Background: an optimization exercise with open tools, aiming at small area. Do not read the settings as production practice. Only simulation tests tie the RTL to the original design; equivalence was not proved. The clock port is modelled as an ideal driver; clocking choices that lean on that would not hold on a real chip. No activity file was given, so power comes from the tool's default toggle rates.

==> flow/config.mk <==
export PLATFORM = sky130hd
export DESIGN_NAME = adq_regs_top
export DESIGN_NICKNAME = adq_regs_top
export VERILOG_FILES = /design/flow/design.v
export SDC_FILE = /design/flow/constraint.sdc
export NUM_CORES = 4
export LEC_CHECK = 0
export CAP_MARGIN = 20
export CORE_MARGIN = 2
export CORE_UTILIZATION = 65
export PLACE_DENSITY = 0.8
export SLEW_MARGIN = 20
export SYNTH_HIERARCHICAL = 1
export SYNTH_MINIMUM_KEEP_SIZE = 0
==> flow/constraint.sdc <==
create_clock -name core_clock -period 5.0 [get_ports {clk_i}]
set_input_delay 1.0000 -clock core_clock [delete_from_list [all_inputs] [get_ports {clk_i}]]
set_output_delay 1.0000 -clock core_clock [all_outputs]
set_load 0.01 [all_outputs]
==> flow/design.v <==
`timescale 1ns/1ps
`default_nettype none
module adq_regs_top (
    input  wire                                clk_i,
    input  wire                                rst_i,
    input  wire [15-1:0]              paddr_i,
    input  wire                                psel_i,
    input  wire                                penable_i,
    input  wire                                pwrite_i,
    input  wire [16-1:0]              pwdata_i,
    output wire [16-1:0]              prdata_o,
    output wire                                pready_o,
    output wire                                pslverr_o,
    input  wire [8*16-1:0]   user_status_i,
    output wire [8*16-1:0]  user_ctrl_o,
    output wire [8-1:0]              user_strobe_o,
    output wire [36-1:0]                   sys_o,
    output wire [2*64-1:0]  cal_o,
    output wire [3-1:0]                idelay_o
);
    localparam int DW = 16;
    localparam int NW       = 23;
    localparam int W_CTRL   = 0;
    localparam int W_SKIP   = 8;
    localparam int W_IDELAY = 9;
    localparam int W_AFE    = 10;
    localparam int W_DECIM  = 11;
    localparam int W_LED    = 12;
    localparam int W_PD     = 13;
    localparam int W_DF     = 14;
    localparam int W_CAL    = 15;    
    function automatic logic [15-1:0] waddr(int w);
        case (w)
            W_SKIP:   waddr = 15'h2AA0;
            W_IDELAY: waddr = 15'h2AA1;
            W_AFE:    waddr = 15'h2AA2;
            W_DECIM:  waddr = 15'h2AA3;
            W_LED:    waddr = 15'h2AAA;
            W_PD:     waddr = 15'h2AAB;
            W_DF:     waddr = 15'h2AAC;
            15:       waddr = 15'h2AB0;
            16:       waddr = 15'h2AB0 + 1;
            17:       waddr = 15'h2AC0;
            18:       waddr = 15'h2AC0 + 1;
            19:       waddr = 15'h2AD0;
            20:       waddr = 15'h2AD0 + 1;
            21:       waddr = 15'h2AD2;
            22:       waddr = 15'h2AD2 + 1;
            default:  waddr = 15'h0030 + w[14:0];
        endcase
    endfunction
    function automatic int wwidth(int w);
        case (w)
            W_IDELAY: wwidth = 3;
            W_AFE:    wwidth = 4;
            W_DECIM:  wwidth = 9;
            W_LED:    wwidth = 3;
            W_PD:     wwidth = 2;
            W_DF:     wwidth = 2;
            default:  wwidth = DW;
        endcase
    endfunction
    function automatic logic [DW-1:0] wreset(int w);
        case (w)
            15, 16:  wreset = 16'sd1024;
            17, 18:  wreset = 16'sd0;
            19, 20:  wreset = 16'sd8191;
            21, 22:  wreset = (-16'sd8192);
            default: wreset = '0;
        endcase
    endfunction
    logic setup_q;
    logic done;
    logic wr;
    always_ff @(posedge clk_i) begin
        setup_q <= psel_i && !penable_i && !rst_i;
    end
    assign done = psel_i && penable_i && !setup_q && !rst_i;
    assign wr   = done && pwrite_i;
    logic [NW-1:0] hit;
    logic [3:0]    hit_ver;
    logic [7:0]    hit_status;
    logic          mapped;
    logic          read_only;
    logic [2:0] blk;
    logic [7:0] grp;
    logic [7:0] idx;
    assign blk[0] = paddr_i[14:6] == 9'h000;    
    assign blk[1] = paddr_i[14:6] == 9'h0AA;    
    assign blk[2] = paddr_i[14:6] == 9'h0AB;    
    always_comb begin
        for (int k = 0; k < 8; k++) begin
            grp[k] = paddr_i[5:3] == k;
            idx[k] = paddr_i[2:0] == k;
        end
    end
    function automatic int wblk(logic [15-1:0] a);
        wblk = (a[14:6] == 9'h000) ? 0 : (a[14:6] == 9'h0AA) ? 1 : 2;
    endfunction
    always_comb begin
        for (int w = 0; w < NW; w++) begin
            hit[w] = blk[wblk(waddr(w))] & grp[waddr(w) >> 3 & 7] & idx[waddr(w) & 7];
        end
        for (int v = 0; v < 4; v++) begin
            hit_ver[v] = blk[0] & grp[0] & idx[v];
        end
        for (int s = 0; s < 8; s++) begin
            hit_status[s] = blk[0] & grp[4] & idx[s];
        end
    end
    assign read_only = |hit_ver || |hit_status;
    assign mapped    = |hit || read_only;
    assign pready_o  = done;
    assign pslverr_o = done && (!mapped || (pwrite_i && read_only));
    logic [NW-1:0]    we;
    logic [NW-1:0]    hold;
    logic [NW*DW-1:0] word_flat;
    logic [NW*DW-1:0] word_next;
    logic [DW-1:0]    word_q [NW];
    assign we     = {NW{wr}} & hit;
    assign hold   = ~(we | {NW{rst_i}});
    adq_word_next u_word_next (
        .set_i   (we),
        .hold_i  (hold),
        .rst_i   (rst_i),
        .data_i  (pwdata_i),
        .q_i     (word_flat),
        .d_o     (word_next)
    );
    for (genvar w = 0; w < NW; w++) begin : g_word
        localparam int WW = wwidth(w);
        for (genvar b = 0; b < DW; b++) begin : g_bit
            if (b < WW) begin : g_used
                logic q;
                always_ff @(posedge clk_i) begin
                    q <= word_next[w*DW + b];
                end
                assign word_q[w][b] = q;
            end else begin : g_unused
                assign word_q[w][b] = 1'b0;
            end
        end
        assign word_flat[w*DW +: DW] = word_q[w];
    end
    for (genvar i = 0; i < 8; i++) begin : g_ctrl_out
        assign user_ctrl_o[i*DW +: DW] = word_q[W_CTRL + i];
    end
    assign sys_o = {word_q[W_SKIP],
                    word_q[W_AFE][4-1:0],
                    word_q[W_DECIM][9-1:0],
                    word_q[W_LED][3-1:0],
                    word_q[W_PD][2-1:0],
                    word_q[W_DF][2-1:0]};
    for (genvar ch = 0; ch < 2; ch++) begin : g_cal_out
        assign cal_o[ch*64 +: 64] = {word_q[W_CAL + ch],
                                                       word_q[W_CAL + 2 + ch],
                                                       word_q[W_CAL + 4 + ch],
                                                       word_q[W_CAL + 6 + ch]};
    end
    logic [8-1:0] strobe_q;
    always_ff @(posedge clk_i) begin
        strobe_q <= we[W_CTRL +: 8];
    end
    assign user_strobe_o = strobe_q;
    logic [DW-1:0] rd_mux;
    logic [DW-1:0] rdata_q;
    logic          cap;
    assign cap = !penable_i;
    adq_rd_mux u_rd_mux (
        .sel_ver_i    (hit_ver & {4{cap}}),
        .sel_status_i (hit_status & {8{cap}}),
        .sel_word_i   (hit & {NW{cap}}),
        .status_i     (user_status_i),
        .word_i       (word_flat),
        .hold_i       (penable_i),
        .q_i          (rdata_q),
        .rd_o         (rd_mux)
    );
    always_ff @(posedge clk_i) begin
        rdata_q <= rd_mux;
    end
    assign prdata_o = rdata_q;
    logic       rise;
    logic       rise1_q;
    logic       rise2_q;
    logic       load_q;
    logic [1:0] tap_q;
    logic       tap_load;
    assign rise = we[W_IDELAY] && pwdata_i[2] && !word_q[W_IDELAY][2];
    assign tap_load = rise2_q || rst_i;
    always_ff @(posedge clk_i) begin
        rise1_q <= rise;
        rise2_q <= rise1_q;
        load_q  <= rise2_q && !rst_i;
        if (tap_load) begin
            tap_q <= word_q[W_IDELAY][1:0] & {2{!rst_i}};
        end
    end
    assign idelay_o = {load_q, tap_q};
endmodule
module adq_rd_mux (
    input  wire [4-1:0]            sel_ver_i,
    input  wire [8-1:0]             sel_status_i,
    input  wire [22:0]                       sel_word_i,
    input  wire [8*16-1:0] status_i,
    input  wire [23*16-1:0]         word_i,
    input  wire                              hold_i,
    input  wire [16-1:0]            q_i,
    output wire [16-1:0]            rd_o
);
    wire [10:0] t0_n;
    adq_aoi222 u_t0_0 (.s_i({hold_i, sel_status_i[0], sel_status_i[1]}), .d_i({q_i[0], status_i[0], status_i[16]}), .y_no(t0_n[0]));
    adq_aoi222 u_t0_1 (.s_i({sel_status_i[2], sel_status_i[3], sel_status_i[4]}), .d_i({status_i[32], status_i[48], status_i[64]}), .y_no(t0_n[1]));
    adq_aoi222 u_t0_2 (.s_i({sel_status_i[5], sel_status_i[6], sel_status_i[7]}), .d_i({status_i[80], status_i[96], status_i[112]}), .y_no(t0_n[2]));
    adq_aoi222 u_t0_3 (.s_i({sel_word_i[0], sel_word_i[1], sel_word_i[2]}), .d_i({word_i[0], word_i[16], word_i[32]}), .y_no(t0_n[3]));
    adq_aoi222 u_t0_4 (.s_i({sel_word_i[3], sel_word_i[4], sel_word_i[5]}), .d_i({word_i[48], word_i[64], word_i[80]}), .y_no(t0_n[4]));
    adq_aoi222 u_t0_5 (.s_i({sel_word_i[6], sel_word_i[7], sel_word_i[8]}), .d_i({word_i[96], word_i[112], word_i[128]}), .y_no(t0_n[5]));
    adq_aoi222 u_t0_6 (.s_i({sel_word_i[9], sel_word_i[10], sel_word_i[11]}), .d_i({word_i[144], word_i[160], word_i[176]}), .y_no(t0_n[6]));
    adq_aoi222 u_t0_7 (.s_i({sel_word_i[12], sel_word_i[13], sel_word_i[14]}), .d_i({word_i[192], word_i[208], word_i[224]}), .y_no(t0_n[7]));
    adq_aoi222 u_t0_8 (.s_i({sel_word_i[15], sel_word_i[16], sel_word_i[17]}), .d_i({word_i[240], word_i[256], word_i[272]}), .y_no(t0_n[8]));
    adq_aoi222 u_t0_9 (.s_i({sel_word_i[18], sel_word_i[19], sel_word_i[20]}), .d_i({word_i[288], word_i[304], word_i[320]}), .y_no(t0_n[9]));
    assign t0_n[10] = ~((sel_word_i[21] & word_i[336]) | (sel_word_i[22] & word_i[352]));
    assign rd_o[0] = ~&t0_n | sel_ver_i[0] | sel_ver_i[1];
    wire [10:0] t1_n;
    adq_aoi222 u_t1_0 (.s_i({hold_i, sel_status_i[0], sel_status_i[1]}), .d_i({q_i[1], status_i[1], status_i[17]}), .y_no(t1_n[0]));
    adq_aoi222 u_t1_1 (.s_i({sel_status_i[2], sel_status_i[3], sel_status_i[4]}), .d_i({status_i[33], status_i[49], status_i[65]}), .y_no(t1_n[1]));
    adq_aoi222 u_t1_2 (.s_i({sel_status_i[5], sel_status_i[6], sel_status_i[7]}), .d_i({status_i[81], status_i[97], status_i[113]}), .y_no(t1_n[2]));
    adq_aoi222 u_t1_3 (.s_i({sel_word_i[0], sel_word_i[1], sel_word_i[2]}), .d_i({word_i[1], word_i[17], word_i[33]}), .y_no(t1_n[3]));
    adq_aoi222 u_t1_4 (.s_i({sel_word_i[3], sel_word_i[4], sel_word_i[5]}), .d_i({word_i[49], word_i[65], word_i[81]}), .y_no(t1_n[4]));
    adq_aoi222 u_t1_5 (.s_i({sel_word_i[6], sel_word_i[7], sel_word_i[8]}), .d_i({word_i[97], word_i[113], word_i[129]}), .y_no(t1_n[5]));
    adq_aoi222 u_t1_6 (.s_i({sel_word_i[9], sel_word_i[10], sel_word_i[11]}), .d_i({word_i[145], word_i[161], word_i[177]}), .y_no(t1_n[6]));
    adq_aoi222 u_t1_7 (.s_i({sel_word_i[12], sel_word_i[13], sel_word_i[14]}), .d_i({word_i[193], word_i[209], word_i[225]}), .y_no(t1_n[7]));
    adq_aoi222 u_t1_8 (.s_i({sel_word_i[15], sel_word_i[16], sel_word_i[17]}), .d_i({word_i[241], word_i[257], word_i[273]}), .y_no(t1_n[8]));
    adq_aoi222 u_t1_9 (.s_i({sel_word_i[18], sel_word_i[19], sel_word_i[20]}), .d_i({word_i[289], word_i[305], word_i[321]}), .y_no(t1_n[9]));
    assign t1_n[10] = ~((sel_word_i[21] & word_i[337]) | (sel_word_i[22] & word_i[353]));
    assign rd_o[1] = ~&t1_n | sel_ver_i[1];
    wire [9:0] t2_n;
    adq_aoi222 u_t2_0 (.s_i({hold_i, sel_status_i[0], sel_status_i[1]}), .d_i({q_i[2], status_i[2], status_i[18]}), .y_no(t2_n[0]));
    adq_aoi222 u_t2_1 (.s_i({sel_status_i[2], sel_status_i[3], sel_status_i[4]}), .d_i({status_i[34], status_i[50], status_i[66]}), .y_no(t2_n[1]));
    adq_aoi222 u_t2_2 (.s_i({sel_status_i[5], sel_status_i[6], sel_status_i[7]}), .d_i({status_i[82], status_i[98], status_i[114]}), .y_no(t2_n[2]));
    adq_aoi222 u_t2_3 (.s_i({sel_word_i[0], sel_word_i[1], sel_word_i[2]}), .d_i({word_i[2], word_i[18], word_i[34]}), .y_no(t2_n[3]));
    adq_aoi222 u_t2_4 (.s_i({sel_word_i[3], sel_word_i[4], sel_word_i[5]}), .d_i({word_i[50], word_i[66], word_i[82]}), .y_no(t2_n[4]));
    adq_aoi222 u_t2_5 (.s_i({sel_word_i[6], sel_word_i[7], sel_word_i[8]}), .d_i({word_i[98], word_i[114], word_i[130]}), .y_no(t2_n[5]));
    adq_aoi222 u_t2_6 (.s_i({sel_word_i[9], sel_word_i[10], sel_word_i[11]}), .d_i({word_i[146], word_i[162], word_i[178]}), .y_no(t2_n[6]));
    adq_aoi222 u_t2_7 (.s_i({sel_word_i[12], sel_word_i[15], sel_word_i[16]}), .d_i({word_i[194], word_i[242], word_i[258]}), .y_no(t2_n[7]));
    adq_aoi222 u_t2_8 (.s_i({sel_word_i[17], sel_word_i[18], sel_word_i[19]}), .d_i({word_i[274], word_i[290], word_i[306]}), .y_no(t2_n[8]));
    adq_aoi222 u_t2_9 (.s_i({sel_word_i[20], sel_word_i[21], sel_word_i[22]}), .d_i({word_i[322], word_i[338], word_i[354]}), .y_no(t2_n[9]));
    assign rd_o[2] = ~&t2_n;
    wire [9:0] t3_n;
    adq_aoi222 u_t3_0 (.s_i({hold_i, sel_status_i[0], sel_status_i[1]}), .d_i({q_i[3], status_i[3], status_i[19]}), .y_no(t3_n[0]));
    adq_aoi222 u_t3_1 (.s_i({sel_status_i[2], sel_status_i[3], sel_status_i[4]}), .d_i({status_i[35], status_i[51], status_i[67]}), .y_no(t3_n[1]));
    adq_aoi222 u_t3_2 (.s_i({sel_status_i[5], sel_status_i[6], sel_status_i[7]}), .d_i({status_i[83], status_i[99], status_i[115]}), .y_no(t3_n[2]));
    adq_aoi222 u_t3_3 (.s_i({sel_word_i[0], sel_word_i[1], sel_word_i[2]}), .d_i({word_i[3], word_i[19], word_i[35]}), .y_no(t3_n[3]));
    adq_aoi222 u_t3_4 (.s_i({sel_word_i[3], sel_word_i[4], sel_word_i[5]}), .d_i({word_i[51], word_i[67], word_i[83]}), .y_no(t3_n[4]));
    adq_aoi222 u_t3_5 (.s_i({sel_word_i[6], sel_word_i[7], sel_word_i[8]}), .d_i({word_i[99], word_i[115], word_i[131]}), .y_no(t3_n[5]));
    adq_aoi222 u_t3_6 (.s_i({sel_word_i[10], sel_word_i[11], sel_word_i[15]}), .d_i({word_i[163], word_i[179], word_i[243]}), .y_no(t3_n[6]));
    adq_aoi222 u_t3_7 (.s_i({sel_word_i[16], sel_word_i[17], sel_word_i[18]}), .d_i({word_i[259], word_i[275], word_i[291]}), .y_no(t3_n[7]));
    adq_aoi222 u_t3_8 (.s_i({sel_word_i[19], sel_word_i[20], sel_word_i[21]}), .d_i({word_i[307], word_i[323], word_i[339]}), .y_no(t3_n[8]));
    assign t3_n[9] = ~(sel_word_i[22] & word_i[355]);
    assign rd_o[3] = ~&t3_n;
    wire [8:0] t4_n;
    adq_aoi222 u_t4_0 (.s_i({hold_i, sel_status_i[0], sel_status_i[1]}), .d_i({q_i[4], status_i[4], status_i[20]}), .y_no(t4_n[0]));
    adq_aoi222 u_t4_1 (.s_i({sel_status_i[2], sel_status_i[3], sel_status_i[4]}), .d_i({status_i[36], status_i[52], status_i[68]}), .y_no(t4_n[1]));
    adq_aoi222 u_t4_2 (.s_i({sel_status_i[5], sel_status_i[6], sel_status_i[7]}), .d_i({status_i[84], status_i[100], status_i[116]}), .y_no(t4_n[2]));
    adq_aoi222 u_t4_3 (.s_i({sel_word_i[0], sel_word_i[1], sel_word_i[2]}), .d_i({word_i[4], word_i[20], word_i[36]}), .y_no(t4_n[3]));
    adq_aoi222 u_t4_4 (.s_i({sel_word_i[3], sel_word_i[4], sel_word_i[5]}), .d_i({word_i[52], word_i[68], word_i[84]}), .y_no(t4_n[4]));
    adq_aoi222 u_t4_5 (.s_i({sel_word_i[6], sel_word_i[7], sel_word_i[8]}), .d_i({word_i[100], word_i[116], word_i[132]}), .y_no(t4_n[5]));
    adq_aoi222 u_t4_6 (.s_i({sel_word_i[11], sel_word_i[15], sel_word_i[16]}), .d_i({word_i[180], word_i[244], word_i[260]}), .y_no(t4_n[6]));
    adq_aoi222 u_t4_7 (.s_i({sel_word_i[17], sel_word_i[18], sel_word_i[19]}), .d_i({word_i[276], word_i[292], word_i[308]}), .y_no(t4_n[7]));
    adq_aoi222 u_t4_8 (.s_i({sel_word_i[20], sel_word_i[21], sel_word_i[22]}), .d_i({word_i[324], word_i[340], word_i[356]}), .y_no(t4_n[8]));
    assign rd_o[4] = ~&t4_n;
    wire [8:0] t5_n;
    adq_aoi222 u_t5_0 (.s_i({hold_i, sel_status_i[0], sel_status_i[1]}), .d_i({q_i[5], status_i[5], status_i[21]}), .y_no(t5_n[0]));
    adq_aoi222 u_t5_1 (.s_i({sel_status_i[2], sel_status_i[3], sel_status_i[4]}), .d_i({status_i[37], status_i[53], status_i[69]}), .y_no(t5_n[1]));
    adq_aoi222 u_t5_2 (.s_i({sel_status_i[5], sel_status_i[6], sel_status_i[7]}), .d_i({status_i[85], status_i[101], status_i[117]}), .y_no(t5_n[2]));
    adq_aoi222 u_t5_3 (.s_i({sel_word_i[0], sel_word_i[1], sel_word_i[2]}), .d_i({word_i[5], word_i[21], word_i[37]}), .y_no(t5_n[3]));
    adq_aoi222 u_t5_4 (.s_i({sel_word_i[3], sel_word_i[4], sel_word_i[5]}), .d_i({word_i[53], word_i[69], word_i[85]}), .y_no(t5_n[4]));
    adq_aoi222 u_t5_5 (.s_i({sel_word_i[6], sel_word_i[7], sel_word_i[8]}), .d_i({word_i[101], word_i[117], word_i[133]}), .y_no(t5_n[5]));
    adq_aoi222 u_t5_6 (.s_i({sel_word_i[11], sel_word_i[15], sel_word_i[16]}), .d_i({word_i[181], word_i[245], word_i[261]}), .y_no(t5_n[6]));
    adq_aoi222 u_t5_7 (.s_i({sel_word_i[17], sel_word_i[18], sel_word_i[19]}), .d_i({word_i[277], word_i[293], word_i[309]}), .y_no(t5_n[7]));
    adq_aoi222 u_t5_8 (.s_i({sel_word_i[20], sel_word_i[21], sel_word_i[22]}), .d_i({word_i[325], word_i[341], word_i[357]}), .y_no(t5_n[8]));
    assign rd_o[5] = ~&t5_n;
    wire [8:0] t6_n;
    adq_aoi222 u_t6_0 (.s_i({hold_i, sel_status_i[0], sel_status_i[1]}), .d_i({q_i[6], status_i[6], status_i[22]}), .y_no(t6_n[0]));
    adq_aoi222 u_t6_1 (.s_i({sel_status_i[2], sel_status_i[3], sel_status_i[4]}), .d_i({status_i[38], status_i[54], status_i[70]}), .y_no(t6_n[1]));
    adq_aoi222 u_t6_2 (.s_i({sel_status_i[5], sel_status_i[6], sel_status_i[7]}), .d_i({status_i[86], status_i[102], status_i[118]}), .y_no(t6_n[2]));
    adq_aoi222 u_t6_3 (.s_i({sel_word_i[0], sel_word_i[1], sel_word_i[2]}), .d_i({word_i[6], word_i[22], word_i[38]}), .y_no(t6_n[3]));
    adq_aoi222 u_t6_4 (.s_i({sel_word_i[3], sel_word_i[4], sel_word_i[5]}), .d_i({word_i[54], word_i[70], word_i[86]}), .y_no(t6_n[4]));
    adq_aoi222 u_t6_5 (.s_i({sel_word_i[6], sel_word_i[7], sel_word_i[8]}), .d_i({word_i[102], word_i[118], word_i[134]}), .y_no(t6_n[5]));
    adq_aoi222 u_t6_6 (.s_i({sel_word_i[11], sel_word_i[15], sel_word_i[16]}), .d_i({word_i[182], word_i[246], word_i[262]}), .y_no(t6_n[6]));
    adq_aoi222 u_t6_7 (.s_i({sel_word_i[17], sel_word_i[18], sel_word_i[19]}), .d_i({word_i[278], word_i[294], word_i[310]}), .y_no(t6_n[7]));
    adq_aoi222 u_t6_8 (.s_i({sel_word_i[20], sel_word_i[21], sel_word_i[22]}), .d_i({word_i[326], word_i[342], word_i[358]}), .y_no(t6_n[8]));
    assign rd_o[6] = ~&t6_n;
    wire [8:0] t7_n;
    adq_aoi222 u_t7_0 (.s_i({hold_i, sel_status_i[0], sel_status_i[1]}), .d_i({q_i[7], status_i[7], status_i[23]}), .y_no(t7_n[0]));
    adq_aoi222 u_t7_1 (.s_i({sel_status_i[2], sel_status_i[3], sel_status_i[4]}), .d_i({status_i[39], status_i[55], status_i[71]}), .y_no(t7_n[1]));
    adq_aoi222 u_t7_2 (.s_i({sel_status_i[5], sel_status_i[6], sel_status_i[7]}), .d_i({status_i[87], status_i[103], status_i[119]}), .y_no(t7_n[2]));
    adq_aoi222 u_t7_3 (.s_i({sel_word_i[0], sel_word_i[1], sel_word_i[2]}), .d_i({word_i[7], word_i[23], word_i[39]}), .y_no(t7_n[3]));
    adq_aoi222 u_t7_4 (.s_i({sel_word_i[3], sel_word_i[4], sel_word_i[5]}), .d_i({word_i[55], word_i[71], word_i[87]}), .y_no(t7_n[4]));
    adq_aoi222 u_t7_5 (.s_i({sel_word_i[6], sel_word_i[7], sel_word_i[8]}), .d_i({word_i[103], word_i[119], word_i[135]}), .y_no(t7_n[5]));
    adq_aoi222 u_t7_6 (.s_i({sel_word_i[11], sel_word_i[15], sel_word_i[16]}), .d_i({word_i[183], word_i[247], word_i[263]}), .y_no(t7_n[6]));
    adq_aoi222 u_t7_7 (.s_i({sel_word_i[17], sel_word_i[18], sel_word_i[19]}), .d_i({word_i[279], word_i[295], word_i[311]}), .y_no(t7_n[7]));
    adq_aoi222 u_t7_8 (.s_i({sel_word_i[20], sel_word_i[21], sel_word_i[22]}), .d_i({word_i[327], word_i[343], word_i[359]}), .y_no(t7_n[8]));
    assign rd_o[7] = ~&t7_n | sel_ver_i[1];
    wire [8:0] t8_n;
    adq_aoi222 u_t8_0 (.s_i({hold_i, sel_status_i[0], sel_status_i[1]}), .d_i({q_i[8], status_i[8], status_i[24]}), .y_no(t8_n[0]));
    adq_aoi222 u_t8_1 (.s_i({sel_status_i[2], sel_status_i[3], sel_status_i[4]}), .d_i({status_i[40], status_i[56], status_i[72]}), .y_no(t8_n[1]));
    adq_aoi222 u_t8_2 (.s_i({sel_status_i[5], sel_status_i[6], sel_status_i[7]}), .d_i({status_i[88], status_i[104], status_i[120]}), .y_no(t8_n[2]));
    adq_aoi222 u_t8_3 (.s_i({sel_word_i[0], sel_word_i[1], sel_word_i[2]}), .d_i({word_i[8], word_i[24], word_i[40]}), .y_no(t8_n[3]));
    adq_aoi222 u_t8_4 (.s_i({sel_word_i[3], sel_word_i[4], sel_word_i[5]}), .d_i({word_i[56], word_i[72], word_i[88]}), .y_no(t8_n[4]));
    adq_aoi222 u_t8_5 (.s_i({sel_word_i[6], sel_word_i[7], sel_word_i[8]}), .d_i({word_i[104], word_i[120], word_i[136]}), .y_no(t8_n[5]));
    adq_aoi222 u_t8_6 (.s_i({sel_word_i[11], sel_word_i[15], sel_word_i[16]}), .d_i({word_i[184], word_i[248], word_i[264]}), .y_no(t8_n[6]));
    adq_aoi222 u_t8_7 (.s_i({sel_word_i[17], sel_word_i[18], sel_word_i[19]}), .d_i({word_i[280], word_i[296], word_i[312]}), .y_no(t8_n[7]));
    adq_aoi222 u_t8_8 (.s_i({sel_word_i[20], sel_word_i[21], sel_word_i[22]}), .d_i({word_i[328], word_i[344], word_i[360]}), .y_no(t8_n[8]));
    assign rd_o[8] = ~&t8_n | sel_ver_i[0] | sel_ver_i[3];
    wire [8:0] t9_n;
    adq_aoi222 u_t9_0 (.s_i({hold_i, sel_status_i[0], sel_status_i[1]}), .d_i({q_i[9], status_i[9], status_i[25]}), .y_no(t9_n[0]));
    adq_aoi222 u_t9_1 (.s_i({sel_status_i[2], sel_status_i[3], sel_status_i[4]}), .d_i({status_i[41], status_i[57], status_i[73]}), .y_no(t9_n[1]));
    adq_aoi222 u_t9_2 (.s_i({sel_status_i[5], sel_status_i[6], sel_status_i[7]}), .d_i({status_i[89], status_i[105], status_i[121]}), .y_no(t9_n[2]));
    adq_aoi222 u_t9_3 (.s_i({sel_word_i[0], sel_word_i[1], sel_word_i[2]}), .d_i({word_i[9], word_i[25], word_i[41]}), .y_no(t9_n[3]));
    adq_aoi222 u_t9_4 (.s_i({sel_word_i[3], sel_word_i[4], sel_word_i[5]}), .d_i({word_i[57], word_i[73], word_i[89]}), .y_no(t9_n[4]));
    adq_aoi222 u_t9_5 (.s_i({sel_word_i[6], sel_word_i[7], sel_word_i[8]}), .d_i({word_i[105], word_i[121], word_i[137]}), .y_no(t9_n[5]));
    adq_aoi222 u_t9_6 (.s_i({sel_word_i[15], sel_word_i[16], sel_word_i[17]}), .d_i({word_i[249], word_i[265], word_i[281]}), .y_no(t9_n[6]));
    adq_aoi222 u_t9_7 (.s_i({sel_word_i[18], sel_word_i[19], sel_word_i[20]}), .d_i({word_i[297], word_i[313], word_i[329]}), .y_no(t9_n[7]));
    assign t9_n[8] = ~((sel_word_i[21] & word_i[345]) | (sel_word_i[22] & word_i[361]));
    assign rd_o[9] = ~&t9_n | sel_ver_i[0];
    wire [8:0] t10_n;
    adq_aoi222 u_t10_0 (.s_i({hold_i, sel_status_i[0], sel_status_i[1]}), .d_i({q_i[10], status_i[10], status_i[26]}), .y_no(t10_n[0]));
    adq_aoi222 u_t10_1 (.s_i({sel_status_i[2], sel_status_i[3], sel_status_i[4]}), .d_i({status_i[42], status_i[58], status_i[74]}), .y_no(t10_n[1]));
    adq_aoi222 u_t10_2 (.s_i({sel_status_i[5], sel_status_i[6], sel_status_i[7]}), .d_i({status_i[90], status_i[106], status_i[122]}), .y_no(t10_n[2]));
    adq_aoi222 u_t10_3 (.s_i({sel_word_i[0], sel_word_i[1], sel_word_i[2]}), .d_i({word_i[10], word_i[26], word_i[42]}), .y_no(t10_n[3]));
    adq_aoi222 u_t10_4 (.s_i({sel_word_i[3], sel_word_i[4], sel_word_i[5]}), .d_i({word_i[58], word_i[74], word_i[90]}), .y_no(t10_n[4]));
    adq_aoi222 u_t10_5 (.s_i({sel_word_i[6], sel_word_i[7], sel_word_i[8]}), .d_i({word_i[106], word_i[122], word_i[138]}), .y_no(t10_n[5]));
    adq_aoi222 u_t10_6 (.s_i({sel_word_i[15], sel_word_i[16], sel_word_i[17]}), .d_i({word_i[250], word_i[266], word_i[282]}), .y_no(t10_n[6]));
    adq_aoi222 u_t10_7 (.s_i({sel_word_i[18], sel_word_i[19], sel_word_i[20]}), .d_i({word_i[298], word_i[314], word_i[330]}), .y_no(t10_n[7]));
    assign t10_n[8] = ~((sel_word_i[21] & word_i[346]) | (sel_word_i[22] & word_i[362]));
    assign rd_o[10] = ~&t10_n | sel_ver_i[0] | sel_ver_i[1] | sel_ver_i[3];
    wire [8:0] t11_n;
    adq_aoi222 u_t11_0 (.s_i({hold_i, sel_status_i[0], sel_status_i[1]}), .d_i({q_i[11], status_i[11], status_i[27]}), .y_no(t11_n[0]));
    adq_aoi222 u_t11_1 (.s_i({sel_status_i[2], sel_status_i[3], sel_status_i[4]}), .d_i({status_i[43], status_i[59], status_i[75]}), .y_no(t11_n[1]));
    adq_aoi222 u_t11_2 (.s_i({sel_status_i[5], sel_status_i[6], sel_status_i[7]}), .d_i({status_i[91], status_i[107], status_i[123]}), .y_no(t11_n[2]));
    adq_aoi222 u_t11_3 (.s_i({sel_word_i[0], sel_word_i[1], sel_word_i[2]}), .d_i({word_i[11], word_i[27], word_i[43]}), .y_no(t11_n[3]));
    adq_aoi222 u_t11_4 (.s_i({sel_word_i[3], sel_word_i[4], sel_word_i[5]}), .d_i({word_i[59], word_i[75], word_i[91]}), .y_no(t11_n[4]));
    adq_aoi222 u_t11_5 (.s_i({sel_word_i[6], sel_word_i[7], sel_word_i[8]}), .d_i({word_i[107], word_i[123], word_i[139]}), .y_no(t11_n[5]));
    adq_aoi222 u_t11_6 (.s_i({sel_word_i[15], sel_word_i[16], sel_word_i[17]}), .d_i({word_i[251], word_i[267], word_i[283]}), .y_no(t11_n[6]));
    adq_aoi222 u_t11_7 (.s_i({sel_word_i[18], sel_word_i[19], sel_word_i[20]}), .d_i({word_i[299], word_i[315], word_i[331]}), .y_no(t11_n[7]));
    assign t11_n[8] = ~((sel_word_i[21] & word_i[347]) | (sel_word_i[22] & word_i[363]));
    assign rd_o[11] = ~&t11_n;
    wire [8:0] t12_n;
    adq_aoi222 u_t12_0 (.s_i({hold_i, sel_status_i[0], sel_status_i[1]}), .d_i({q_i[12], status_i[12], status_i[28]}), .y_no(t12_n[0]));
    adq_aoi222 u_t12_1 (.s_i({sel_status_i[2], sel_status_i[3], sel_status_i[4]}), .d_i({status_i[44], status_i[60], status_i[76]}), .y_no(t12_n[1]));
    adq_aoi222 u_t12_2 (.s_i({sel_status_i[5], sel_status_i[6], sel_status_i[7]}), .d_i({status_i[92], status_i[108], status_i[124]}), .y_no(t12_n[2]));
    adq_aoi222 u_t12_3 (.s_i({sel_word_i[0], sel_word_i[1], sel_word_i[2]}), .d_i({word_i[12], word_i[28], word_i[44]}), .y_no(t12_n[3]));
    adq_aoi222 u_t12_4 (.s_i({sel_word_i[3], sel_word_i[4], sel_word_i[5]}), .d_i({word_i[60], word_i[76], word_i[92]}), .y_no(t12_n[4]));
    adq_aoi222 u_t12_5 (.s_i({sel_word_i[6], sel_word_i[7], sel_word_i[8]}), .d_i({word_i[108], word_i[124], word_i[140]}), .y_no(t12_n[5]));
    adq_aoi222 u_t12_6 (.s_i({sel_word_i[15], sel_word_i[16], sel_word_i[17]}), .d_i({word_i[252], word_i[268], word_i[284]}), .y_no(t12_n[6]));
    adq_aoi222 u_t12_7 (.s_i({sel_word_i[18], sel_word_i[19], sel_word_i[20]}), .d_i({word_i[300], word_i[316], word_i[332]}), .y_no(t12_n[7]));
    assign t12_n[8] = ~((sel_word_i[21] & word_i[348]) | (sel_word_i[22] & word_i[364]));
    assign rd_o[12] = ~&t12_n;
    wire [8:0] t13_n;
    adq_aoi222 u_t13_0 (.s_i({hold_i, sel_status_i[0], sel_status_i[1]}), .d_i({q_i[13], status_i[13], status_i[29]}), .y_no(t13_n[0]));
    adq_aoi222 u_t13_1 (.s_i({sel_status_i[2], sel_status_i[3], sel_status_i[4]}), .d_i({status_i[45], status_i[61], status_i[77]}), .y_no(t13_n[1]));
    adq_aoi222 u_t13_2 (.s_i({sel_status_i[5], sel_status_i[6], sel_status_i[7]}), .d_i({status_i[93], status_i[109], status_i[125]}), .y_no(t13_n[2]));
    adq_aoi222 u_t13_3 (.s_i({sel_word_i[0], sel_word_i[1], sel_word_i[2]}), .d_i({word_i[13], word_i[29], word_i[45]}), .y_no(t13_n[3]));
    adq_aoi222 u_t13_4 (.s_i({sel_word_i[3], sel_word_i[4], sel_word_i[5]}), .d_i({word_i[61], word_i[77], word_i[93]}), .y_no(t13_n[4]));
    adq_aoi222 u_t13_5 (.s_i({sel_word_i[6], sel_word_i[7], sel_word_i[8]}), .d_i({word_i[109], word_i[125], word_i[141]}), .y_no(t13_n[5]));
    adq_aoi222 u_t13_6 (.s_i({sel_word_i[15], sel_word_i[16], sel_word_i[17]}), .d_i({word_i[253], word_i[269], word_i[285]}), .y_no(t13_n[6]));
    adq_aoi222 u_t13_7 (.s_i({sel_word_i[18], sel_word_i[19], sel_word_i[20]}), .d_i({word_i[301], word_i[317], word_i[333]}), .y_no(t13_n[7]));
    assign t13_n[8] = ~((sel_word_i[21] & word_i[349]) | (sel_word_i[22] & word_i[365]));
    assign rd_o[13] = ~&t13_n | sel_ver_i[3];
    wire [8:0] t14_n;
    adq_aoi222 u_t14_0 (.s_i({hold_i, sel_status_i[0], sel_status_i[1]}), .d_i({q_i[14], status_i[14], status_i[30]}), .y_no(t14_n[0]));
    adq_aoi222 u_t14_1 (.s_i({sel_status_i[2], sel_status_i[3], sel_status_i[4]}), .d_i({status_i[46], status_i[62], status_i[78]}), .y_no(t14_n[1]));
    adq_aoi222 u_t14_2 (.s_i({sel_status_i[5], sel_status_i[6], sel_status_i[7]}), .d_i({status_i[94], status_i[110], status_i[126]}), .y_no(t14_n[2]));
    adq_aoi222 u_t14_3 (.s_i({sel_word_i[0], sel_word_i[1], sel_word_i[2]}), .d_i({word_i[14], word_i[30], word_i[46]}), .y_no(t14_n[3]));
    adq_aoi222 u_t14_4 (.s_i({sel_word_i[3], sel_word_i[4], sel_word_i[5]}), .d_i({word_i[62], word_i[78], word_i[94]}), .y_no(t14_n[4]));
    adq_aoi222 u_t14_5 (.s_i({sel_word_i[6], sel_word_i[7], sel_word_i[8]}), .d_i({word_i[110], word_i[126], word_i[142]}), .y_no(t14_n[5]));
    adq_aoi222 u_t14_6 (.s_i({sel_word_i[15], sel_word_i[16], sel_word_i[17]}), .d_i({word_i[254], word_i[270], word_i[286]}), .y_no(t14_n[6]));
    adq_aoi222 u_t14_7 (.s_i({sel_word_i[18], sel_word_i[19], sel_word_i[20]}), .d_i({word_i[302], word_i[318], word_i[334]}), .y_no(t14_n[7]));
    assign t14_n[8] = ~((sel_word_i[21] & word_i[350]) | (sel_word_i[22] & word_i[366]));
    assign rd_o[14] = ~&t14_n | sel_ver_i[1];
    wire [8:0] t15_n;
    adq_aoi222 u_t15_0 (.s_i({hold_i, sel_status_i[0], sel_status_i[1]}), .d_i({q_i[15], status_i[15], status_i[31]}), .y_no(t15_n[0]));
    adq_aoi222 u_t15_1 (.s_i({sel_status_i[2], sel_status_i[3], sel_status_i[4]}), .d_i({status_i[47], status_i[63], status_i[79]}), .y_no(t15_n[1]));
    adq_aoi222 u_t15_2 (.s_i({sel_status_i[5], sel_status_i[6], sel_status_i[7]}), .d_i({status_i[95], status_i[111], status_i[127]}), .y_no(t15_n[2]));
    adq_aoi222 u_t15_3 (.s_i({sel_word_i[0], sel_word_i[1], sel_word_i[2]}), .d_i({word_i[15], word_i[31], word_i[47]}), .y_no(t15_n[3]));
    adq_aoi222 u_t15_4 (.s_i({sel_word_i[3], sel_word_i[4], sel_word_i[5]}), .d_i({word_i[63], word_i[79], word_i[95]}), .y_no(t15_n[4]));
    adq_aoi222 u_t15_5 (.s_i({sel_word_i[6], sel_word_i[7], sel_word_i[8]}), .d_i({word_i[111], word_i[127], word_i[143]}), .y_no(t15_n[5]));
    adq_aoi222 u_t15_6 (.s_i({sel_word_i[15], sel_word_i[16], sel_word_i[17]}), .d_i({word_i[255], word_i[271], word_i[287]}), .y_no(t15_n[6]));
    adq_aoi222 u_t15_7 (.s_i({sel_word_i[18], sel_word_i[19], sel_word_i[20]}), .d_i({word_i[303], word_i[319], word_i[335]}), .y_no(t15_n[7]));
    assign t15_n[8] = ~((sel_word_i[21] & word_i[351]) | (sel_word_i[22] & word_i[367]));
    assign rd_o[15] = ~&t15_n | sel_ver_i[3];
endmodule
module adq_aoi222 (
    input  wire [2:0] s_i,
    input  wire [2:0] d_i,
    output wire       y_no
);
    assign y_no = ~|(s_i & d_i);
endmodule
module adq_word_next (
    input  wire [22:0]                 set_i,
    input  wire [22:0]                 hold_i,
    input  wire                        rst_i,
    input  wire [16-1:0]      data_i,
    input  wire [23*16-1:0]   q_i,
    output logic [23*16-1:0]  d_o
);
    localparam int DW = 16;
    function automatic logic [DW-1:0] wreset(int w);
        case (w)
            15, 16:  wreset = 16'sd1024;
            17, 18:  wreset = 16'sd0;
            19, 20:  wreset = 16'sd8191;
            21, 22:  wreset = (-16'sd8192);
            default: wreset = '0;
        endcase
    endfunction
    function automatic int wwidth(int w);
        case (w)
            9:       wwidth = 3;
            10:      wwidth = 4;
            11:      wwidth = 9;
            12:      wwidth = 3;
            13:      wwidth = 2;
            14:      wwidth = 2;
            default: wwidth = DW;
        endcase
    endfunction
    always_comb begin
        d_o = '0;
        for (int w = 0; w < 23; w++) begin
            for (int b = 0; b < DW; b++) begin
                if (b >= wwidth(w)) begin
                end else if (wreset(w) & (1 << b)) begin
                    d_o[w*DW + b] = (set_i[w] & data_i[b]) | (hold_i[w] & q_i[w*DW + b]) | rst_i;
                end else begin
                    d_o[w*DW + b] = (set_i[w] & data_i[b]) | (hold_i[w] & q_i[w*DW + b]);
                end
            end
        end
    end
endmodule
`default_nettype wire
==> flow/flow/run.sh <==
#!/bin/bash
# Layout: the standard ORFS flow (standard.sh, with its standard
# synthesis), with these changes to how the layout is made:
#  - port buffers use the smallest buffer cell (buf_1);
#  - during global placement, flow/pre_gpl.tcl keeps the timing-driven
#    repair to buf_1/buf_2 buffers (it upsizes drivers instead);
#  - CTS clusters up to 10 flip-flops per clkbuf_4 leaf buffer, no dummy loads;
set -euo pipefail
bash standard.sh "BUFFER_PORTS_ARGS=-buffer_cell sky130_fd_sc_hd__buf_1" \
  "PRE_GLOBAL_PLACE_TCL=$PWD/flow/pre_gpl.tcl" \
  "CTS_ARGS=-sink_clustering_enable -repair_clock_nets -buf_list {sky130_fd_sc_hd__clkbuf_4} -sink_clustering_size 10 -sink_clustering_max_diameter 40 -dont_use_dummy_load" \
  "POST_CTS_TCL=$PWD/flow/post_cts.tcl" \
  finish > flow_make.log 2>&1
==> flow/flow/post_cts.tcl <==
estimate_parasitics -placement
set limit_ns 0.105
set drivers [dict create]
foreach pin [get_pins -hierarchical */CLK] {
  set worst 0.0
  foreach a {max} { foreach e {rise fall} {
    set s [get_property $pin slew_${a}_$e]
    if {[string is double -strict $s] && $s > $worst} { set worst $s }
  } }
  if {$worst > $limit_ns} {
    set net [get_nets -of_objects $pin]
    foreach dp [get_pins -of_objects $net -filter "direction==output"] {
      dict set drivers [get_full_name [get_cells -of_objects $dp]] 1
    }
  }
}
set next {sky130_fd_sc_hd__clkbuf_1 sky130_fd_sc_hd__clkbuf_2 sky130_fd_sc_hd__clkbuf_2 sky130_fd_sc_hd__clkbuf_4 sky130_fd_sc_hd__clkbuf_4 sky130_fd_sc_hd__clkbuf_8 sky130_fd_sc_hd__clkbuf_8 sky130_fd_sc_hd__clkbuf_16}
foreach name [dict keys $drivers] {
  set inst [get_cells $name]
  set master [get_property $inst ref_name]
  set i [lsearch -exact $next $master]
  if {$i >= 0 && $i + 1 < [llength $next] && $master ne "sky130_fd_sc_hd__clkbuf_16"} {
    set to [lindex $next [expr {$i + 1}]]
    if {$to eq $master} { set to [lindex $next [expr {$i + 2}]] }
    puts "post_cts: $name $master -> $to"
    replace_cell $inst $to
  }
}
detailed_placement
check_placement -verbose
estimate_parasitics -placement
==> flow/flow/pre_gpl.tcl <==
# Placement-time repair: buffer with buf_2 at most (upsizing drivers instead)
set_dont_use [get_lib_cells {sky130_fd_sc_hd__buf_4 sky130_fd_sc_hd__buf_6 sky130_fd_sc_hd__buf_8 sky130_fd_sc_hd__buf_12 sky130_fd_sc_hd__buf_16 sky130_fd_sc_hd__bufbuf_* sky130_fd_sc_hd__clkbuf_* sky130_fd_sc_hd__clkdlybuf* sky130_fd_sc_hd__dlygate* sky130_fd_sc_hd__dlymetal*}]
==> flow/standard.sh <==
#!/bin/bash
# synth_recipe.tcl (not shown) runs the flow's synth.tcl, then flattens the netlist and writes it again
# the make line also repeats each setting of config.mk as NAME=value (left out here)
make -C /OpenROAD-flow-scripts/flow DESIGN_CONFIG=/design/flow/config.mk WORK_HOME=/design/flow/orfs CLKGATE_MAP_FILE= SYNTH_SCRIPT=/design/flow/synth_recipe.tcl "${@:-finish}"
==> results.json, run 1 <==
{
  "insertion_delay_ps": 690,
  "tightest_slew_ps": 1090,
  "nNetsFinal": 1719,
  "ios": 485,
  "crit_slowest_cell": "nor4bb_1",
  "drv_slew": 0,
  "end_kind": "output pin",
  "ant_nets": 0,
  "fin_crit_sh_pct": 81.8,
  "worst-path-buf-inv": 2,
  "run_status": "no timing/DRC/antenna violations",
  "syn-instance-count": 1385,
  "grt_pass1_vias": 11600,
  "grt.total_usage_pct": 42.9,
  "grt_pass1_wl_um": 77500,
  "rows": 54,
  "critPathArrivalTime_ps": 3090,
  "drive_gt1_share_pct": 5.22,
  "ys_warn_count": 9,
  "worstPathMaxFanout": 14,
  "rr_endpoint": "g_word[20].g_bit[14].g_used.q",
  "holdPathStages": 0,
  "clkSinkCount": 325,
  "cts.clk_slew.worst_paths_ps": 70,
  "hold_path.class": "reg -> reg",
  "setup_viol": 0,
  "cpPeakStageDelay_ps": 900,
  "viasPerCell": 7.27,
  "cts_tree": "yes",
  "skew_ps": 79.3,
  "dp_slack_ps": 877,
  "grt_max_degree": 27,
  "via_count": 13300,
  "drc": 0,
  "portBuffers": 484,
  "grt_overflow": 0,
  "seqCellArea_sq_um": 6530,
  "setup_tns_ps": 0,
  "initial_utilization_pct": 66.6,
  "reg2reg_depth": 5,
  "leakage_nw": 5.16,
  "timing.critical_path.mode_cell": "buf_1",
  "ir_worst_vdd_mv": 0.190,
  "multi_input_area_sq_um": 5300,
  "timing.rr.start": "setup_q",
  "gp_congestion": 1.04,
  "maxCapViolations": 0,
  "cp-start-kind": "input port",
  "hp-start": "rise1_q",
  "die_x_um": 154,
  "startpoint": "penable_i",
  "min_to": "rise2_q",
  "wl_per_cell_um": 29.6,
  "fmax_mhz": 245,
  "min_period_ps": 4090,
  "syn_nets": 1549,
  "crit_type": "in -> out",
  "power_density_nw_per_um2": 283,
  "routed_wl_um": 54300,
  "die-area_sq_um": 23700,
  "coreArea_sq_um": 22000,
  "fillers": 1857,
  "avgSynthCellArea_sq_um": 10.6,
  "rsz0062_at_grt": "false",
  "post-dp-hpwl_um": 40900,
  "worst_slack_ps": 912,
  "area.growth.synth_to_final_pct": -0.428,
  "maxSlewHeadroom_pct": 27.6,
  "worst-endpoint-required_ps": 4000,
  "first_pass_iters": 8,
  "drt_iter0_drc": 2542,
  "critical_path.top_delay_family": "simple AND/OR/NAND/NOR gates",
  "antenna_found_initial": 3,
  "netlist_area_sq_um": 14600,
  "worst-r2r-setup-slack_ps": 1970,
  "crit_chain": "buf_1, nor4bb_1, o21ai_0, nor3_1, buf_1",
  "die_h_um": 154,
  "finalHoldViolCount": 0
}
[worst max path at each step]
stage,endpoint,slack [ps],cells after the start
2_1_floorplan,rdata_q[0],1710,7
3_5_place_dp,g_word[20].g_bit[14].g_used.q,880,6
5_1_grt,pslverr_o,770,5
6_report,pslverr_o,910,5
3_3_place_gp,rdata_q[3],830,9
[cell type report]
| class | count | share of cell area [%] |
|---|---|---|
| antenna | 2 | 0.0344 |
| inverter | 3 | 0.0773 |
| sequential | 325 | 44.8 |
| tap | 280 | 2.41 |
| multi-input combinational | 645 | 36.4 |
| timing repair buffer | 538 | 14.0 |
| clock buffer | 42 | 2.29 |
[cell usage in the layout (no fill, tap or decap), types with 7 or more instances in the layout]
master      n
nand4b_1   11
or3_1       8
a22o_1    267
a221o_1    28
nand4_1    24
nor2_2     11
or4_1       7
clkbuf_4   39
dfxtp_1   323
buf_1     531
nor2_1     62
a222oi_1  140
nand3_1    11
nand2_1    13
[through the flow]
step / cell area (sq um) / utilization (%) / instances / hold slack, ps / total power [mW]
after floorplan: 14600 / - / 1385 / 310 / 2.84
after global placement: 14200 / 64.6 / 1790 / 312 / 2.92
after detailed placement: 14200 / 64.7 / 1791 / 314 / 2.92
after global routing: 14600 / 66.3 / 1835 / 333 / 4.23
final: 14600 / 66.3 / 1835 / 329 / 4.12
[power breakdown]
part	total (mW)	switching [mW]	internal (mW)
registers	2.63	0.0183	2.61
clock network	1.25	0.834	0.413
logic	0.247	0.178	0.0697
total	4.12	1.03	3.09
[registers in the layout, indices dropped and copies added, names as in the netlist]
register,cells
g_word.g_bit.g_used.q,295
load_q,1
rdata_q,16
rise1_q,1
rise2_q,1
setup_q,1
strobe_q,8
tap_q,2
[layer usage]
layer	vias up	part of all wire (%)	global-route usage [%]
met5	-	0	0
met4	0	3.5	14.0
met3	142	15	11.9
met2	1277	43	64.1
met1	6428	38	60.2
li1	5495	-	-
==> run 2: changes to the inputs <==
--- a/flow/flow/run.sh
+++ b/flow/flow/run.sh
@@ -10,3 +10,3 @@
   "PRE_GLOBAL_PLACE_TCL=$PWD/flow/pre_gpl.tcl" \
-  "CTS_ARGS=-sink_clustering_enable -repair_clock_nets -buf_list {sky130_fd_sc_hd__clkbuf_4} -sink_clustering_size 10 -sink_clustering_max_diameter 40 -dont_use_dummy_load" \
+  "CTS_ARGS=-sink_clustering_enable -repair_clock_nets -buf_list {sky130_fd_sc_hd__clkbuf_4} -sink_clustering_size 12 -sink_clustering_max_diameter 45 -dont_use_dummy_load" \
   "POST_CTS_TCL=$PWD/flow/post_cts.tcl" \
==> results.json, run 2 <==
{
  "run_status": "no timing/DRC/antenna violations",
  "place_area_sq_um": 14200,
  "maxSlewHeadroom_pct": 26.7,
  "swShare_pct": 24.7,
  "syn-instance-count": 1385,
  "p_clk_share_pct": 32.0,
  "grt_overflow": 0,
  "grt.total_usage_pct": 43.0,
  "fillers": 1841,
  "drc": 0,
  "insertion_delay_ps": 690,
  "ant_nets": 0,
  "crit_type": "in -> out",
  "antenna_found_initial": 2,
  "drv_slew": 0,
  "fmax_mhz": 244,
  "cp-start-kind": "input port",
  "fin_crit_sh_pct": 81.8,
  "worst_slack_ps": 909,
  "layout_common_cells": "buf_1, dfxtp_1, a22o_1",
  "top_register": "g_word.g_bit.g_used.q",
  "grt_max_degree": 27,
  "initial_utilization_pct": 66.6,
  "switching_power_mw": 1.05,
  "grt_pass1_wl_um": 78000,
  "first_pass_iters": 13,
  "area.growth.synth_to_final_pct": -0.00838,
  "rows": 54,
  "setup_tns_ps": 0,
  "layout_commonest_cell": "buf_1",
  "gp_congestion": 1.04,
  "nNetsFinal": 1713,
  "maxCapViolations": 0,
  "totalPowerFinal_mw": 4.23,
  "coreArea_sq_um": 22000,
  "power.internal_mw": 3.18,
  "drive_gt1_share_pct": 4.85,
  "worstPathMaxFanout": 14,
  "die_h_um": 154,
  "cts_tree": "yes",
  "post-dp-hpwl_um": 40900,
  "rsz0062_at_grt": "false",
  "dpl.cell_count": 1791,
  "seqPwrFrac_pct": 62.2,
  "min_period_ps": 4090,
  "power_density_nw_per_um2": 289,
  "final_area_sq_um": 14600,
  "hold_path.class": "reg -> reg",
  "reg_top3": "g_word.g_bit.g_used.q: 295 flops, rdata_q: 16 flops, strobe_q: 8 flops",
  "end_kind": "output pin",
  "critPathArrivalTime_ps": 3090,
  "cts.clk_slew.worst_paths_ps": 80,
  "combPwrFrac_pct": 5.9,
  "avgSynthCellArea_sq_um": 10.6,
  "syn_nets": 1549,
  "clkSinkCount": 325,
  "dp_slack_ps": 877,
  "tightest_slew_ps": 1100,
  "netlist_area_sq_um": 14600,
  "via_count": 13300,
  "setup_viol": 0,
  "routed_wl_um": 54500,
  "wl_per_cell_um": 29.8,
  "die-area_sq_um": 23700,
  "skew_ps": 80.5,
  "finalHoldViolCount": 0,
  "leakage_nw": 5.18,
  "final_cells": 1829,
  "ios": 485,
  "ir_worst_vdd_mv": 0.197,
  "worst-endpoint-required_ps": 4000,
  "drt_iter0_drc": 2889,
  "largest_reg_flops": 295,
  "ys_warn_count": 9,
  "die_x_um": 154,
  "grt_pass1_vias": 11600,
  "portBuffers": 484,
  "viasPerCell": 7.29
}
run 2: path summary, 6_finish.rpt:
path,start,to,slack (ps),cells after the start
setup / recovery,penable_i,pslverr_o,910,5
hold / removal,rise1_q,rise2_q,330,0
setup reg to reg,setup_q,g_word[1].g_bit[0].g_used.q,1910,5
hold reg to reg,rise1_q,rise2_q,330,0
run 2: layout make-up:
cell class	count	area (sq um)	share of cell area [%]
Sequential cell	325	6530	44.6
Multi-Input combinational cell	645	5300	36.2
Timing Repair Buffer	538	2030	13.9
Clock buffer	36	395	2.70
Tap cell	280	350	2.40
Inverter	3	11.3	0.0770
Antenna cell	2	5.00	0.0342
run 2: worst max-delay path: stages:
cell	delay, ps
buf_1	490
nor4bb_1	910
o21ai_0	240
nor3_1	220
buf_1	220
run 2: power by group through the flow:
stage                     Combinational (mW)  Sequential, mW  Clock (mW)
after floorplan                        0.158            2.68           0
after global placement                 0.232            2.69           0
after detailed placement               0.237            2.69           0
after global routing                   0.260            2.63        1.43
final                                  0.248            2.63        1.35
run 2: layer usage:
layer	vias up	GRT usage, %	wire length, um
met1	6396	61.3	20900
met2	1320	64.7	23600
met4	0	12.7	1750
li1	5477	-	-
met3	132	10.7	8210
met5	-	0	0
run 2: metrics by stage:
stage / util (%) / hold slack [ps]
5_1_grt: 66.6 / 335
3_3_place_gp: 64.6 / 312
6_report: 66.6 / 331
3_5_place_dp: 64.7 / 314
2_1_floorplan: - / 310
==> run 3: changes to the inputs <==
--- a/flow/flow/run.sh
+++ b/flow/flow/run.sh
@@ -10,3 +10,3 @@
   "PRE_GLOBAL_PLACE_TCL=$PWD/flow/pre_gpl.tcl" \
-  "CTS_ARGS=-sink_clustering_enable -repair_clock_nets -buf_list {sky130_fd_sc_hd__clkbuf_4} -sink_clustering_size 12 -sink_clustering_max_diameter 45 -dont_use_dummy_load" \
+  "CTS_ARGS=-sink_clustering_enable -repair_clock_nets -buf_list {sky130_fd_sc_hd__clkbuf_2} -sink_clustering_size 6 -sink_clustering_max_diameter 30 -dont_use_dummy_load" \
   "POST_CTS_TCL=$PWD/flow/post_cts.tcl" \
==> results.json, run 3 <==
{
  "run_status": "no timing/DRC/antenna violations",
  "setup_viol": 0,
  "routed_wl_um": 54600,
  "utilization_pct": 66.6,
  "totalPowerFinal_mw": 4.22,
  "hold_path.class": "reg -> reg",
  "worst-r2r-setup-slack_ps": 1990,
  "top_register": "g_word.g_bit.g_used.q",
  "end_kind": "output pin",
  "nNetsFinal": 1746,
  "avgSynthCellArea_sq_um": 10.6,
  "crit_type": "in -> out",
  "coreArea_sq_um": 22000,
  "drv_slew": 0,
  "grt_max_degree": 27,
  "wl_per_cell_um": 29.3,
  "area.growth.synth_to_final_pct": -0.00838,
  "skew_ps": 153,
  "startpoint": "penable_i",
  "drive_gt1_share_pct": 6.84,
  "critPathArrivalTime_ps": 3110,
  "finalHoldViolCount": 0,
  "grt_pass1_vias": 11900,
  "cts.clk_slew.worst_paths_ps": 90,
  "drc": 0,
  "grt_pass1_wl_um": 78100,
  "ys_warn_count": 9,
  "syn-instance-count": 1385,
  "maxSlewHeadroom_pct": 25.8,
  "via_count": 13400,
  "gp_congestion": 1.04,
  "min_period_ps": 4110,
  "initial_utilization_pct": 66.6,
  "timing.rr.start": "setup_q",
  "timing.hold.ws_ps": 334,
  "portBuffers": 484,
  "holdPathStages": 0,
  "clkSinkCount": 325,
  "worst-endpoint-required_ps": 4000,
  "tightest_slew_ps": 1110,
  "worstPathMaxFanout": 14,
  "die_x_um": 154,
  "layout_commonest_cell": "buf_1",
  "rsz0062_at_grt": "false",
  "die-area_sq_um": 23700,
  "first_pass_iters": 8,
  "syn_nets": 1549,
  "rr_endpoint": "g_word[5].g_bit[15].g_used.q",
  "drt_iter0_drc": 2698,
  "viasPerCell": 7.22,
  "maxCapViolations": 0,
  "final_cells": 1862,
  "antenna_found_initial": 2,
  "fin_crit_sh_pct": 82.3,
  "cp-start-kind": "input port",
  "ant_nets": 0,
  "reg_top3": "g_word.g_bit.g_used.q: 295 flops, rdata_q: 16 flops, strobe_q: 8 flops",
  "post-dp-hpwl_um": 40900,
  "final_area_sq_um": 14600,
  "setup_tns_ps": 0,
  "cts_tree": "yes",
  "worst_slack_ps": 887,
  "die_h_um": 154,
  "power_density_nw_per_um2": 288,
  "ios": 485,
  "rows": 54,
  "netlist_area_sq_um": 14600,
  "cp-endpoint": "pslverr_o",
  "place_area_sq_um": 14200,
  "leakage_nw": 5.26,
  "dpl.cell_count": 1791,
  "ir_worst_vdd_mv": 0.196,
  "grt_overflow": 0,
  "fmax_mhz": 243,
  "layout_common_cells": "buf_1, dfxtp_1, a22o_1",
  "largest_reg_flops": 295,
  "grt.total_usage_pct": 43.3,
  "reg2reg_depth": 5,
  "dp_slack_ps": 877,
  "insertion_delay_ps": 870
}
-- run 3: cell types whose count changed in the layout (fill, tap and decap cells not counted) --
cell,previous run,this run
clkbuf_8,20,0
clkbuf_2,0,49
clkbuf_4,16,20
-- run 3: critical path, cell delays in order --
cell and delay, ps:
buf_1 500, nor4bb_1 920, o21ai_0 250, nor3_1 220, buf_1 220
-- run 3: how the worst min path moves through the flow --
stage            start  endpoint
3_3_place_gp   rise1_q   rise2_q
2_1_floorplan  rise1_q   rise2_q
6_report       rise1_q   rise2_q
3_5_place_dp   rise1_q   rise2_q
5_1_grt        rise1_q   rise2_q
-- run 3: area by class of cell --
cell class                      count  area, sq um
Timing Repair Buffer              538         2030
Fill cell                        1868         7340
Antenna cell                        2         5.00
Sequential cell                   325         6530
Multi-Input combinational cell    645         5300
Inverter                            3         11.3
Clock buffer                       69          395
Tap cell                          280          350
-- run 3: where the power goes --
| group | internal, mW | switching [mW] |
|---|---|---|
| logic | 0.0697 | 0.178 |
| clock network | 0.436 | 0.905 |
| registers | 2.61 | 0.0183 |
-- run 3: per-layer routing --
| layer | global-route usage [%] | wire length (um) | vias up |
|---|---|---|---|
| met5 | 0 | 0 | - |
| met4 | 15.5 | 1990 | 0 |
| met3 | 12.6 | 8200 | 150 |
| met2 | 64.7 | 23700 | 1281 |
| met1 | 59.9 | 20700 | 6462 |
| li1 | - | - | 5554 |
==> run 4: changes to the inputs <==
--- a/flow/flow/run.sh
+++ b/flow/flow/run.sh
@@ -10,3 +10,3 @@
   "PRE_GLOBAL_PLACE_TCL=$PWD/flow/pre_gpl.tcl" \
-  "CTS_ARGS=-sink_clustering_enable -repair_clock_nets -buf_list {sky130_fd_sc_hd__clkbuf_2} -sink_clustering_size 6 -sink_clustering_max_diameter 30 -dont_use_dummy_load" \
+  "CTS_ARGS=-sink_clustering_enable -repair_clock_nets -buf_list {sky130_fd_sc_hd__clkbuf_4} -sink_clustering_size 10 -sink_clustering_max_diameter 40 -root_buf sky130_fd_sc_hd__clkbuf_2 -dont_use_dummy_load" \
   "POST_CTS_TCL=$PWD/flow/post_cts.tcl" \
==> results.json, run 4 <==
{
  "fillers": 1853,
  "area.growth.synth_to_final_pct": -0.385,
  "ios": 485,
  "skew_ps": 105,
  "worst-endpoint-required_ps": 4000,
  "crit_type": "in -> out",
  "timing.critical_path.mode_cell": "buf_1",
  "timing.rr.start": "setup_q",
  "grt.total_usage_pct": 42.9,
  "rows": 54,
  "final_area_sq_um": 14600,
  "clkSinkCount": 325,
  "avgSynthCellArea_sq_um": 10.6,
  "rr_endpoint": "g_word[1].g_bit[0].g_used.q",
  "worst-r2r-setup-slack_ps": 1860,
  "reg2reg_depth": 5,
  "leakage_nw": 5.17,
  "layout_commonest_cell": "buf_1",
  "worst_slack_ps": 856,
  "routed_wl_um": 54400,
  "drc": 0,
  "die-area_sq_um": 23700,
  "ir_worst_vdd_mv": 0.202,
  "viasPerCell": 7.23,
  "grt_pass1_vias": 11700,
  "min_period_ps": 4140,
  "setup_tns_ps": 0,
  "layout_common_cells": "buf_1, dfxtp_1, a22o_1",
  "gp_congestion": 1.04,
  "ys_warn_count": 9,
  "cp-start-kind": "input port",
  "initial_utilization_pct": 66.6,
  "cp-endpoint": "pslverr_o",
  "syn-instance-count": 1385,
  "maxCapViolations": 0,
  "grt_overflow": 0,
  "top_register": "g_word.g_bit.g_used.q",
  "antenna_found_initial": 3,
  "worstPathMaxFanout": 14,
  "drive_gt1_share_pct": 5.22,
  "drv_slew": 0,
  "largest_reg_flops": 295,
  "netlist_area_sq_um": 14600,
  "finalHoldViolCount": 0,
  "via_count": 13300,
  "setup_viol": 0,
  "crit_chain": "buf_1, nor4bb_1, o21ai_0, nor3_1, buf_1",
  "power_density_nw_per_um2": 283,
  "die_h_um": 154,
  "rsz0062_at_grt": "false",
  "wl_per_cell_um": 29.6,
  "critPathArrivalTime_ps": 3140,
  "portBuffers": 484,
  "crit_slowest_cell": "nor4bb_1",
  "cts.clk_slew.worst_paths_ps": 80,
  "hold_path.class": "reg -> reg",
  "fin_crit_sh_pct": 82.9,
  "syn_nets": 1549,
  "coreArea_sq_um": 22000,
  "place_area_sq_um": 14200,
  "run_status": "no timing/DRC/antenna violations",
  "cts_tree": "yes",
  "dp_slack_ps": 877,
  "insertion_delay_ps": 870,
  "drt_iter0_drc": 2568,
  "ant_nets": 0,
  "cpPeakStageDelay_ps": 940,
  "tightest_slew_ps": 1090,
  "maxSlewHeadroom_pct": 26.2,
  "end_kind": "output pin",
  "reg_top3": "g_word.g_bit.g_used.q: 295 flops, rdata_q: 16 flops, strobe_q: 8 flops",
  "die_x_um": 154,
  "nNetsFinal": 1719,
  "grt_pass1_wl_um": 77600,
  "post-dp-hpwl_um": 40900,
  "grt_max_degree": 27,
  "fmax_mhz": 241,
  "timing.hold.ws_ps": 330,
  "startpoint": "penable_i",
  "first_pass_iters": 10
}
==> run 4: worst min path at each step <==
stage / startpoint / to / slack (ps) / cells past startpoint
6_report: rise1_q / rise2_q / 330 / 0
2_1_floorplan: rise1_q / rise2_q / 310 / 0
3_5_place_dp: rise1_q / rise2_q / 310 / 0
3_3_place_gp: rise1_q / rise2_q / 310 / 0
5_1_grt: rise1_q / rise2_q / 330 / 0
==> run 4: cell type report <==
cell class              count  area [sq um]  area share (%)
diodes                      2          5.00          0.0344
clock buffers              42           340            2.34
inverters                   3          11.3          0.0773
multi-input cells         645          5300            36.4
flip-flops and latches    325          6530            44.8
well taps                 280           350            2.40
repair buffers            538          2030            14.0
==> run 4: metrics by stage <==
step	total power [mW]	std cells	utilization, %
2_1_floorplan	2.84	1385	-
3_3_place_gp	2.92	1790	64.6
3_5_place_dp	2.92	1791	64.7
5_1_grt	4.24	1835	66.3
6_report	4.12	1835	66.3
==> run 4: routing by layer <==
layer	track usage, %	vias up	wire length (um)
li1	-	5492	-
met1	60.0	6377	20800
met2	64.4	1263	23500
met3	12.0	138	8180
met4	14.0	0	1930
met5	0	-	0
==> run 4: worst max-delay path: cells and delay by family <==
| family | cells | cell delay (ps) |
|---|---|---|
| compound gates | 1 | 240 |
| buf+inv | 2 | 730 |
| simple gates | 2 | 1160 |
==> run 4: report_power, final <==
part | switching [mW] | total (mW) | internal (mW)
clock network | 0.837 | 1.25 | 0.412
registers | 0.0185 | 2.63 | 2.61
logic | 0.178 | 0.248 | 0.0697
total | 1.03 | 4.12 | 3.09

-- port drivers added, routing unchanged --
In the flow no input, the clock included, has a driving cell. The finished layouts below were timed again as built, in two steps.
Step 1 sets driving cells, clkbuf_16 on the clock port and buf_2 on the other inputs (assumed; they add their load-dependent delay and slew).
Step 2 adds t to the input delays and takes it off the output delays; t is the mean of the earliest and latest rising clock arrival at the registers after step 1. Input paths then give back, and output paths get back, about the clock's delay inside the block.
Three values: ideal, step 1, step 2; two values: the first two.
run	shift t [ns]	slack for setup (ns)	hold slack, ns	worst setup path at the end	latest minus earliest clock arrival (ns)
run 1	0.694	0.912 / 0.847 / 0.619	0.329 / 0.329 / 0.329	input to register	0.089 / 0.090
run 2	0.693	0.909 / 0.850 / 0.578	0.331 / 0.331 / 0.331	input to register	0.080 / 0.081
run 3	0.834	0.887 / 0.825 / 0.627	0.334 / 0.334 / 0.334	input to register	0.171 / 0.171
run 4	0.859	0.856 / 0.791 / 0.505	0.330 / 0.330 / 0.330	input to register	0.115 / 0.115
After both steps every run listed still meets setup and hold. For run 4, which loses most, drivers alone change the setup slack by -0.065 ns; drivers and shift together by -0.351 ns.
